From an optimization exercise on the open Yosys and OpenROAD flow, aimed at small area and a short achievable clock period; shortcuts taken in it are not production practice.
No run shown here included a check of the RTL's function; only the layout flow was run.

## flow/design.v (module list and top-level ports; edited modules follow where they fit)
// module fpm_top: 787 lines
// module fpm_fa: 4 lines
// module fpm_bsel: 3 lines
// module fpm_ao22: 3 lines
// module fpm_ao4: 4 lines
// module fpm_aoi22: 3 lines
// module fpm_xor2: 3 lines
module fpm_top (
  input  logic        clk,
  input  logic        rst_n,
  input  logic [2:0]  r_mode,
  input  logic [31:0] fp_x,
  input  logic [31:0] fp_y,
  output logic [31:0] fp_z,
  output logic        ovrf,
  output logic        udrf
);
  // ...
==> flow/flow/run.sh <==
#!/bin/bash
set -euo pipefail
bash standard.sh synth > synth.log 2>&1
bash standard.sh finish SETUP_SLACK_MARGIN=6 > layout.log 2>&1
==> flow/standard.sh <==
#!/bin/bash
# synth_recipe.tcl (not shown) runs the flow's synth.tcl, then flattens the netlist and writes it again
# the make line also repeats each setting of config.mk as NAME=value (left out here)
make -C /OpenROAD-flow-scripts/flow DESIGN_CONFIG=/design/flow/config.mk WORK_HOME=/design/flow/orfs CLKGATE_MAP_FILE= SYNTH_SCRIPT=/design/flow/synth_recipe.tcl "${@:-finish}"
==> flow/config.mk <==
export PLATFORM = sky130hd
export DESIGN_NAME = fpm_top
export DESIGN_NICKNAME = fpm_top
export VERILOG_FILES = /design/flow/design.v
export SDC_FILE = /design/flow/constraint.sdc
export NUM_CORES = 4
export LEC_CHECK = 0
export CAP_MARGIN = 20
export CORE_MARGIN = 2
export CORE_UTILIZATION = 40
export SLEW_MARGIN = 20
export SYNTH_HIERARCHICAL = 1
==> flow/constraint.sdc <==
create_clock -name core_clock -period 12.5 [get_ports {clk}]
set_input_delay 2.5000 -clock core_clock [delete_from_list [all_inputs] [get_ports {clk}]]
set_output_delay 2.5000 -clock core_clock [all_outputs]
set_load 0.01 [all_outputs]
==> results.py, run 1 <==
metrics = {
    "cells_and_area": {
        "multi_input_area_share": 0.696,
        "layout.non_clock_inverters": 146,
        "utilization": 0.465,
        "clockBufferCount": 21,
        "layout.cells.largest_class": "multi-input gates",
        "seq_cells": 154,
        "top_register": "p_q",
        "area.growth.synth_to_final_pct": 14.2,
    },
    "worst_setup_path": {
        "ff2ff_path_depth": 18,
        "endpoint_of_the_worst_register_to_register_path": "p_q[14]",
        "regToRegStartpoint": "x4_q[2]",
        "path_cells": "ha_1 -> and3_1 -> nand4_4 -> or4_4 -> nor2_8 -> inv_2 -> a221oi_4 -> nand3_4 -> buf_12 -> a211oi_2 -> clkdlybuf4s50_1",
        "timing.critical_path.slowest_cell_delay_ps": 580,
        "critPathSlowestCell": "sky130_fd_sc_hd__clkdlybuf4s50_1",
        "cp.depth": 11,
    },
    "status": {
        "status": "no timing/DRC/antenna violations",
    },
    "sta": {
        "rsz_0062_raised_after_global_routing": "true",
        "holdWs_ps": 341,
    },
    "logic_synthesis": {
        "synth_cell_types": 74,
        "yosys.area_share.adder": 0.289,
    },
    "die": {
        "dieWidth_um": 219,
        "fp.dieH_um": 219,
        "placementRows": 78,
    },
    "worst_hold_path": {
        "hp-start": "rmm_q",
        "min_path_type": "flop to flop",
    },
    "grt": {
        "gr-usage-met2": 0.374,
    },
    "clock_network": {
        "ctsHoldBuffers": 0,
        "clock_tree.htree_level_count": 4,
        "cts-buffers-inserted": 17,
    },
    "placement": {
        "port_buffers": 102,
    },
    "detailed_routing": {
        "detail_route.wirelength_mm": 60.8,
    },
}
==> run 2: changes to the inputs <==
--- a/flow/design.v
+++ b/flow/design.v
@@ -740,79 +740,66 @@
   logic live;    
   assign live = v_q & rst_n;
   logic nrm_c, inf_c, zer_c, nan_c, sg_c;
   assign nan_c = live & nan_q;
   assign inf_c = live & ~nan_q & inf_q;
   assign zer_c = live & ~nan_q & ~inf_q & zer_q;
   assign nrm_c = live & ~nan_q & ~inf_q & ~zer_q;
   assign sg_c  = live & ~nan_q & sg_q;
-  logic ov_a, ov_254, ov_253, un_a, un_m1, un_0;
-  assign ov_a   = nrm_c & ~eb_q[9] & (eb_q[8:0] >= 9'd255);   
-  assign ov_254 = nrm_c & (eb_q == 10'd254);                   
-  assign ov_253 = nrm_c & (eb_q == 10'd253);                   
-  assign un_a   = nrm_c & eb_q[9] & (eb_q != 10'h3ff);         
-  assign un_m1  = nrm_c & (eb_q == 10'h3ff);                   
-  assign un_0   = nrm_c & (eb_q == 10'd0);                      
+  logic [1:0] ov_s, un_s;
+  assign ov_s[0] = ~eb_q[9] & (eb_q[8:0] >= 9'd255);
+  assign ov_s[1] = ~eb_q[9] & (eb_q[8:0] >= 9'd254);
+  assign un_s[0] = eb_q[9] | (eb_q == 10'd0);
+  assign un_s[1] = eb_q[9];
+  logic [1:0] inf_s, zer_s, nrm_s;
+  assign inf_s = {2{inf_c}} | ({2{nrm_c}} & ov_s);
+  assign zer_s = {2{zer_c}} | ({2{nrm_c}} & un_s);
+  assign nrm_s = {2{nrm_c}} & ~ov_s & ~un_s;
   logic [25:0] p_q;
   logic [7:0]  e_q;
-  logic st_q, rne2_q, rmm2_q, rdir2_q;
-  logic nrm2_q, inf2_q, zer2_q, nan2_q, sg2_q;
-  logic ova_q, ov254_q, ov253_q, una_q, unm1_q, un0_q;
+  logic st_q, rne2_q, rmm2_q, rdir2_q, nan2_q, sg2_q;
+  logic [1:0] inf_q2, zer_q2, nrm_q2;
   always_ff @(posedge clk) begin
     p_q     <= p[47:22];
     st_q    <= st_lo;
     e_q     <= eb_q[7:0];
     rne2_q  <= rne_q;
     rmm2_q  <= rmm_q;
     rdir2_q <= rdir_q;
-    nrm2_q  <= nrm_c;
-    inf2_q  <= inf_c;
-    zer2_q  <= zer_c;
     nan2_q  <= nan_c;
     sg2_q   <= sg_c;
-    ova_q   <= ov_a;
-    ov254_q <= ov_254;
-    ov253_q <= ov_253;
-    una_q   <= un_a;
-    unm1_q  <= un_m1;
-    un0_q   <= un_0;
+    inf_q2  <= inf_s;
+    zer_q2  <= zer_s;
+    nrm_q2  <= nrm_s;
   end
-  logic h, g1, g0, s1, s0, ru1, ru0, c1, c0;
-  logic [23:0] k1, k0;
-  assign h  = p_q[25];         
-  assign k1 = p_q[25:2];
-  assign g1 = p_q[1];
-  assign s1 = p_q[0] | st_q;
-  assign k0 = p_q[24:1];
-  assign g0 = p_q[0];
-  assign s0 = st_q;
-  assign ru1 = (rne2_q & g1 & (s1 | k1[0])) | (rmm2_q & g1) | (rdir2_q & (g1 | s1));
-  assign ru0 = (rne2_q & g0 & (s0 | k0[0])) | (rmm2_q & g0) | (rdir2_q & (g0 | s0));
-  assign c1 = ru1 & (&k1);    
-  assign c0 = ru0 & (&k0);
+  logic h, g, s, lsb, ru, c, sx;
+  logic [22:0] k;
+  assign h   = p_q[25];         
+  assign k   = h ? p_q[24:2] : p_q[23:1];
+  assign g   = h ? p_q[1] : p_q[0];
+  assign s   = st_q | (h & p_q[0]);
+  assign lsb = h ? p_q[2] : p_q[1];
+  assign ru  = (rne2_q & g & (s | lsb)) | (rmm2_q & g) | (rdir2_q & (g | s));
+  assign c   = ~h & ru & (&p_q[23:1]);    
+  assign sx  = h | c;                     
   logic [22:0] i1, i0, frac;
-  assign i1 = k1[22:0] + 23'd1;
-  assign i0 = k0[22:0] + 23'd1;
-  assign frac = h ? (ru1 ? i1 : k1[22:0]) : (ru0 ? i0 : k0[22:0]);
-  logic hc2, hc1;    
-  assign hc2 = h & c1;
-  assign hc1 = h ? ~c1 : c0;
-  logic ovf, udf, nrm;
-  assign ovf = ova_q | (ov254_q & (h | c0)) | (ov253_q & hc2);
-  assign udf = una_q | (unm1_q & ~hc2) | (un0_q & ~h & ~c0);
-  assign nrm = nrm2_q & ~ovf & ~udf;
-  logic [7:0] e1, e2, ez;
-  assign e1 = e_q + 8'd1;
-  assign e2 = e_q + 8'd2;
-  assign ez = hc2 ? e2 : (hc1 ? e1 : e_q);
-  assign ovrf = inf2_q | ovf;
-  assign udrf = zer2_q | udf;
+  assign i1 = p_q[24:2] + 23'd1;
+  assign i0 = p_q[23:1] + 23'd1;
+  assign frac = ru ? (h ? i1 : i0) : k;
+  logic inf_o, zer_o, nrm;
+  assign inf_o = sx ? inf_q2[1] : inf_q2[0];
+  assign zer_o = sx ? zer_q2[1] : zer_q2[0];
+  assign nrm   = sx ? nrm_q2[1] : nrm_q2[0];
+  logic [7:0] ez;
+  assign ez = e_q + {7'd0, sx};
+  assign ovrf = inf_o;
+  assign udrf = zer_o;
   assign fp_z[31]    = sg2_q;
-  assign fp_z[30:23] = (nan2_q | ovrf) ? 8'hff : (nrm ? ez : 8'h00);
+  assign fp_z[30:23] = (nan2_q | inf_o) ? 8'hff : (nrm ? ez : 8'h00);
   assign fp_z[22]    = nan2_q | (nrm & frac[22]);
   assign fp_z[21:0]  = nrm ? frac[21:0] : 22'd0;
 endmodule
 module fpm_fa (input logic a, input logic b, input logic c, output logic s, output logic co);
   assign s  = a ^ b ^ c;
   assign co = (a & b) | (a & c) | (b & c);
 endmodule
 module fpm_bsel (input logic one, input logic two, input logic neg, input logic a, input logic b, output logic pp);
==> flow/flow/run.sh (replaced) <==
#!/bin/bash
# The standard synthesis and layout; repair aims for 6 ns of setup slack
set -euo pipefail
bash standard.sh synth > synth.log 2>&1
bash standard.sh finish SETUP_SLACK_MARGIN=6 "BUFFER_PORTS_ARGS=-buffer_cell sky130_fd_sc_hd__buf_2" > layout.log 2>&1
==> results.py, run 2 <==
metrics = {
    "die": {
        "initial_core_util": 0.407,
        "placementRows": 77,
        "core_area_um2": 44400,
        "fp.dieH_um": 217,
        "die_area_um2": 46900,
        "dieWidth_um": 217,
        "ios": 103,
    },
    "detailed_routing": {
        "detail_route.wirelength_mm": 61.2,
        "post_route_drc_violation_count": 0,
        "detail_route.iter0.violations": 2047,
        "antenna_violating_nets_post_route": 0,
        "drtPass1Iterations": 11,
        "dr_total_vias": 16400,
        "dr_wl_cell_um": 22.4,
        "post_drt_via_cell_ratio": 6.00,
    },
    "cells_and_area": {
        "layout.cells.most_common": "sky130_fd_sc_hd__a22oi_1",
        "multi_input_area_um2": 14400,
        "drive_gt1_frac": 0.0972,
        "final-seq-area_um2": 3030,
        "commonest_non_fill_non_tap_cells_in_the_layout": "sky130_fd_sc_hd__a22oi_1 (345), sky130_fd_sc_hd__nand2_1 (227), sky130_fd_sc_hd__xor2_1 (223)",
        "post_route_insts_no_fill": 2731,
        "top_regs": "p_q x26, y3_q x25, fy_q x23",
        "count_of_nets_after_finishing": 2520,
        "top_register": "p_q",
        "area.growth.synth_to_final_pct": 11.1,
        "layout.filler_cells": 4408,
        "area_of_all_placed_cells_without_fillers_um2": 20100,
        "insertedDiodeCount": 0,
        "utilization": 0.452,
        "flip_flop_count_of_the_largest_register_after_layout": 26,
    },
    "sta": {
        "finalHoldViolCount": 0,
        "maxClockFrequency_mhz": 162,
        "report.final.slew_viol_count": 0,
        "holdWs_ps": 331,
        "rsz_0062_raised_after_global_routing": "true",
        "period_needed_ps": 6160,
        "setup_total_negative_slack_ps": 0,
        "skew_ps": 23.7,
        "final.period_utilization": 0.493,
        "maxSlewHeadroom": 0.217,
        "transition_time_at_the_pin_with_the_least_slew_margin_ps": 1170,
        "setup_viol": 0,
    },
    "worst_hold_path": {
        "min_path_type": "flop to flop",
    },
    "grt": {
        "grt_start_max_net_pins": 45,
        "grt_util_all_layers": 0.260,
        "number_of_global_route_vias_before_repair": 16300,
        "globalRouteOverflowTotal": 0,
        "grt_pass1_wl_mm": 95.0,
        "initial_antenna_violation_count": 0,
    },
    "worst_setup_path": {
        "cp_num_buf_inv": 4,
        "cp_data_required_time_ps": 10000,
        "critPathSlowestCell": "sky130_fd_sc_hd__mux2i_2",
        "crit_path_start_kind": "flop",
        "path_cells": "buf_4 -> inv_2 -> o21ai_0 -> and3_1 -> nor3_1 -> a21oi_2 -> mux2i_2 -> buf_4 -> nor2b_1 -> a21oi_1 -> buf_2",
        "critPathKind": "flop to primary output",
        "endpoint_kind": "primary output",
        "worst_path_most_repeated_cell": "sky130_fd_sc_hd__buf_4",
        "critPathTopFamily": "buffers and inverters",
        "worstPathArrival_ps": 3660,
        "path_max_fanout": 44,
        "timing.critical_path.slowest_cell_delay_ps": 480,
    },
    "logic_synthesis": {
        "syn-num-nets": 2397,
        "synthMostInstantiatedCell": "sky130_fd_sc_hd__a22oi_1",
        "synth-async-reset-ratio": 0,
        "total_of_flip_flops_plus_latches_after_synthesis": 151,
        "post-synth-top-area-fraction": 0.187,
        "yosys_top_cell_by_area": "sky130_fd_sc_hd__fa_1",
        "synth.cell_area_um2": 18100,
        "postSynthAreaPerCell_um2": 9.02,
        "synthTopCellsByArea": "sky130_fd_sc_hd__fa_1 (19%), sky130_fd_sc_hd__dfxtp_1 (17%), sky130_fd_sc_hd__a22oi_1 (14%)",
        "synth_cell_types": 67,
        "ys_top_cells_by_count": "sky130_fd_sc_hd__a22oi_1 (345), sky130_fd_sc_hd__nand2_1 (227), sky130_fd_sc_hd__xor2_1 (223), sky130_fd_sc_hd__fa_1 (169), sky130_fd_sc_hd__ha_1 (156)",
        "yosysSeqAreaShare": 0.167,
        "ys.flop_type": "sky130_fd_sc_hd__dfxtp_1",
        "synth-warning-count": 7,
        "synth_enable_flop_cells": 0,
        "synthCells": 2003,
    },
    "placement": {
        "port_buffers": 102,
        "post-dp-hpwl_mm": 44.0,
        "post-place-cells": 2699,
        "place_congestion": 0.941,
        "placed_area_um2": 19500,
    },
    "clock_network": {
        "clk_pin_slew_ps": 70,
        "clock_tree.htree_level_count": 4,
        "clock_sinks": 151,
        "ctsHoldBuffers": 0,
        "clock_path_buffers": 2,
        "cts-resized-gates": 0,
        "worstSkewPairLatency_ps": 480,
        "clock-root-buffer": "sky130_fd_sc_hd__clkbuf_16",
        "post-cts-setup-buffer-count": 0,
        "cts_tree": "done",
        "cts-buffers-inserted": 17,
    },
    "flow_run": {
        "drv.max_cap_violation_count": 0,
    },
    "status": {
        "status": "no timing/DRC/antenna violations",
    },
}
==> run 2: cell count changes after synthesis, moves of 6 or more <==
cell                       change
sky130_fd_sc_hd__a21o_1        +8
sky130_fd_sc_hd__a211oi_2     -19
sky130_fd_sc_hd__clkbuf_1      +7
sky130_fd_sc_hd__xnor2_1      -13
sky130_fd_sc_hd__nand3_1       +8
sky130_fd_sc_hd__o21ai_0      +14
sky130_fd_sc_hd__and3_1        -6
sky130_fd_sc_hd__o21ai_1       -8
sky130_fd_sc_hd__a211oi_1     +12
==> run 2: per-layer routing <==
layer	GRT usage	vias to the layer above	wire length, µm
li1	-	7466	-
met1	0.356	7764	25100
met2	0.393	1017	26900
met3	0.0682	138	7360
met4	0.0936	0	1800
met5	0	-	0
==> run 2: Yosys stat by module (local to each module, per instance) <==
module / times used / flip-flops and latches
fpm_top: 1 / 151
fpm_ao4: 168 / 0
fpm_fa: 167 / 0
fpm_xor2: 173 / 0
==> run 2: cell type report <==
class,instances,share of cell area
well taps,592,0.0369
inverters,148,0.0277
multi-input cells,1665,0.715
clock inverters,15,0.00797
clock buffers,17,0.0212
repair buffers,143,0.0407
flip-flops and latches,151,0.151
==> run 2: worst paths after layout <==
check / end / slack (ps) / cells after the start / start
worst min register to register: rmm2_q / 330 / 0 / rmm_q
worst max-delay path: fp_z[22] / 6340 / 11 / p_q[25]
worst max register to register: p_q[25] / 6370 / 18 / x3_q[0]
worst min-delay path: rmm2_q / 330 / 0 / rmm_q
==> run 2: kinds of logic after synthesis <==
kind of cell	after synthesis	share of synthesized area
flip-flops	151	0.167
adder cells (fa/ha/maj)	325	0.295
AND/OR/NAND/NOR	458	0.118
multiplexers	7	0.00408
XOR/XNOR	302	0.146
AO/OA/AOI/OAI	573	0.229
buffers and inverters	187	0.0397
==> run 2: through the flow <==
| step | worst slack (ps) |
|---|---|
| floorplan | 6590 |
| global placement | 6440 |
| detailed placement | 6400 |
| CTS | 6010 |
| global route | 5970 |
| finish | 6340 |
==> run 3: changes to the inputs <==
==> flow/flow/run.sh (replaced) <==
#!/bin/bash
# The standard synthesis and layout; repair aims for 7 ns of setup slack
set -euo pipefail
bash standard.sh synth > synth.log 2>&1
bash standard.sh finish SETUP_SLACK_MARGIN=7 "BUFFER_PORTS_ARGS=-buffer_cell sky130_fd_sc_hd__buf_2" > layout.log 2>&1
==> results.py, run 3 <==
metrics = {
    "status": {
        "status": "no timing/DRC/antenna violations",
    },
    "worst_setup_path": {
        "timing.critical_path.slowest_cell_delay_ps": 440,
        "path_max_fanout": 6,
        "worstPathArrival_ps": 3020,
        "path_cells": "buf_12 -> nor3b_4 -> o21bai_2 -> a211oi_4 -> buf_6 -> buf_4 -> nor4_2 -> nand4_1 -> xnor2_1 -> nor2_1 -> a211oi_1 -> buf_2",
        "endpoint_kind": "primary output",
        "critPathKind": "flop to primary output",
        "critPathSlowestCell": "sky130_fd_sc_hd__nor4_2",
        "cp_data_required_time_ps": 10000,
        "crit_path_start_kind": "flop",
    },
    "cells_and_area": {
        "layout.cells.most_common": "sky130_fd_sc_hd__a22oi_1",
        "commonest_non_fill_non_tap_cells_in_the_layout": "sky130_fd_sc_hd__a22oi_1 (343), sky130_fd_sc_hd__nand2_1 (224), sky130_fd_sc_hd__xor2_1 (220)",
        "insertedDiodeCount": 0,
        "count_of_nets_after_finishing": 2550,
        "flip_flop_count_of_the_largest_register_after_layout": 26,
        "top_register": "p_q",
        "post_route_insts_no_fill": 2761,
        "top_regs": "p_q x26, y3_q x25, fy_q x23",
        "area.growth.synth_to_final_pct": 16.5,
        "area_of_all_placed_cells_without_fillers_um2": 21100,
        "drive_gt1_frac": 0.147,
    },
    "placement": {
        "post-place-cells": 2701,
        "place_congestion": 0.933,
        "port_buffers": 102,
        "post-dp-hpwl_mm": 42.9,
        "placed_area_um2": 19500,
        "dpl_worst_slack_ps": 6440,
    },
    "sta": {
        "finalHoldViolCount": 0,
        "fin_ws_ps": 6980,
        "setup_viol": 0,
        "period_needed_ps": 5520,
        "report.final.slew_viol_count": 0,
        "rsz_0062_raised_after_global_routing": "true",
        "holdWs_ps": 331,
        "maxClockFrequency_mhz": 181,
        "setup_total_negative_slack_ps": 0,
        "skew_ps": 14.8,
        "maxSlewHeadroom": 0.538,
        "transition_time_at_the_pin_with_the_least_slew_margin_ps": 676,
        "final.period_utilization": 0.442,
    },
    "grt": {
        "grt_start_max_net_pins": 32,
        "grt_util_all_layers": 0.265,
        "grt_util_met1": 0.360,
        "busiest_layer": "met2",
        "globalRouteOverflowTotal": 0,
        "gr-usage-met2": 0.393,
        "grt_pass1_wl_mm": 96.6,
        "initial_antenna_violation_count": 0,
        "number_of_global_route_vias_before_repair": 16600,
        "grt.met3_usage": 0.0751,
    },
    "clock_network": {
        "cts-buffers-inserted": 17,
        "clock-root-buffer": "sky130_fd_sc_hd__clkbuf_16",
        "clock_sinks": 151,
        "clock_path_buffers": 2,
        "worstSkewPairLatency_ps": 460,
        "clk_pin_slew_ps": 60,
        "cts_tree": "done",
        "clock_tree.htree_level_count": 4,
    },
    "detailed_routing": {
        "drtPass1Iterations": 7,
        "antenna_violating_nets_post_route": 0,
        "post_route_drc_violation_count": 0,
        "detail_route.iter0.violations": 2035,
        "post_drt_via_cell_ratio": 6.03,
        "dr_wl_cell_um": 22.8,
        "dr_total_vias": 16600,
        "detail_route.wirelength_mm": 63.0,
    },
    "logic_synthesis": {
        "synthMostInstantiatedCell": "sky130_fd_sc_hd__a22oi_1",
        "synthCells": 2003,
        "ys.flop_type": "sky130_fd_sc_hd__dfxtp_1",
        "ys_top_cells_by_count": "sky130_fd_sc_hd__a22oi_1 (345), sky130_fd_sc_hd__nand2_1 (227), sky130_fd_sc_hd__xor2_1 (223), sky130_fd_sc_hd__fa_1 (169), sky130_fd_sc_hd__ha_1 (156)",
        "yosys_top_cell_by_area": "sky130_fd_sc_hd__fa_1",
        "synth_enable_flop_cells": 0,
        "total_of_flip_flops_plus_latches_after_synthesis": 151,
        "post-synth-top-area-fraction": 0.187,
        "synth.cell_area_um2": 18100,
        "postSynthAreaPerCell_um2": 9.02,
        "synth-async-reset-ratio": 0,
        "synthTopCellsByArea": "sky130_fd_sc_hd__fa_1 (19%), sky130_fd_sc_hd__dfxtp_1 (17%), sky130_fd_sc_hd__a22oi_1 (14%)",
        "synth_cell_types": 67,
        "yosysSeqAreaShare": 0.167,
        "syn-num-nets": 2397,
        "synth-warning-count": 7,
    },
    "die": {
        "core_area_um2": 44400,
        "dieWidth_um": 217,
        "ios": 103,
        "fp.dieH_um": 217,
        "die_area_um2": 46900,
        "initial_core_util": 0.407,
        "placementRows": 77,
    },
    "flow_run": {
        "drv.max_cap_violation_count": 0,
    },
    "worst_hold_path": {
        "min_path_type": "flop to flop",
    },
}
run 3: cell counts after synthesis:
No cell type changed its count.
run 3: area by class of cell:
type	count	area (µm²)
timing repair buffer	173	1320
inverter	148	563
tap	592	741
sequential	151	3130
clock inverter	14	186
clock buffer	18	429
multi-input combinational	1665	14700
fill	4268	23300
run 3: metrics by stage:
step                 util
floorplan               -
global placement    0.439
detailed placement  0.439
CTS                 0.461
global route        0.474
finish              0.474
run 3: cells by family (layout without fill, tap and decap cells):
kind of cell               count (synthesis)  after routing  synth area share
adders and majority gates                325            325             0.295
AOI/OAI and AO/OA                        573            573             0.229
xor gates and xnor gates                 302            302             0.146
and+or+nand+nor                          458            458             0.118
DFF                                      151            151             0.167
buffers and inverters                    187            353            0.0397
muxes                                      7              7           0.00408
run 3: worst max-delay path, delay by kind of cell (launching register included):
family | cells | cell delay, ps
and+or+nand+nor | 4 | 810
AOI/OAI and AO/OA | 3 | 640
buffers and inverters | 4 | 610
DFF | 1 | 350
xor gates and xnor gates | 1 | 150
run 3: path summary, 6_finish.rpt:
kind | slack (ps) | endpoint | startpoint | cells after the start
worst min register to register | 330 | rmm2_q | rmm_q | 0
worst max-delay path | 6980 | fp_z[10] | p_q[25] | 12
worst max register to register | 7150 | p_q[5] | y3_q[9] | 20
worst min-delay path | 330 | rmm2_q | rmm_q | 0
run 3: repair_timing:
action,4_1_cts,5_1_grt
hold buffers,0,0
buffers inserted,7,18
cloned,2,1
pin swaps,11,21
gates resized for setup,89,98
setup endpoints to repair,56,45
run 3: metal layers:
layer | wire, µm | vias to the layer above
met5 | 0 | -
li1 | - | 7527
met2 | 27100 | 964
met4 | 2540 | 0
met3 | 6830 | 160
met1 | 26500 | 7992
run 3: modules after synthesis, one instance, submodules excluded:
| module | area (µm²) | copies in the design |
|---|---|---|
| fpm_ao4 | 18.8 | 168 |
| fpm_fa | 20.0 | 167 |
| fpm_top | 10100 | 1 |
| fpm_xor2 | 8.76 | 173 |

re-timing with driven ports:
In the flow no input, the clock included, has a driving cell. The finished layouts below were timed again as built, in two steps. Step 1 assumes that a clkbuf_16 drives the clock port and a buf_2 every other input. Step 2 also shifts input and output timing later by t, the mid clock arrival at the registers, as if the neighbouring blocks saw the same clock. a / b / c = ideal / step 1 / step 2; a / b = the first two.
run	t, ns	setup slack, ns	worst data-port slew with drivers (ns)
run 1	0.515	6.211 / 6.155 / 6.377	0.04
run 2	0.520	6.341 / 6.286 / 6.371	0.04
run 3	0.506	6.975 / 6.922 / 7.076	0.04
After both steps every run listed still meets setup and hold.
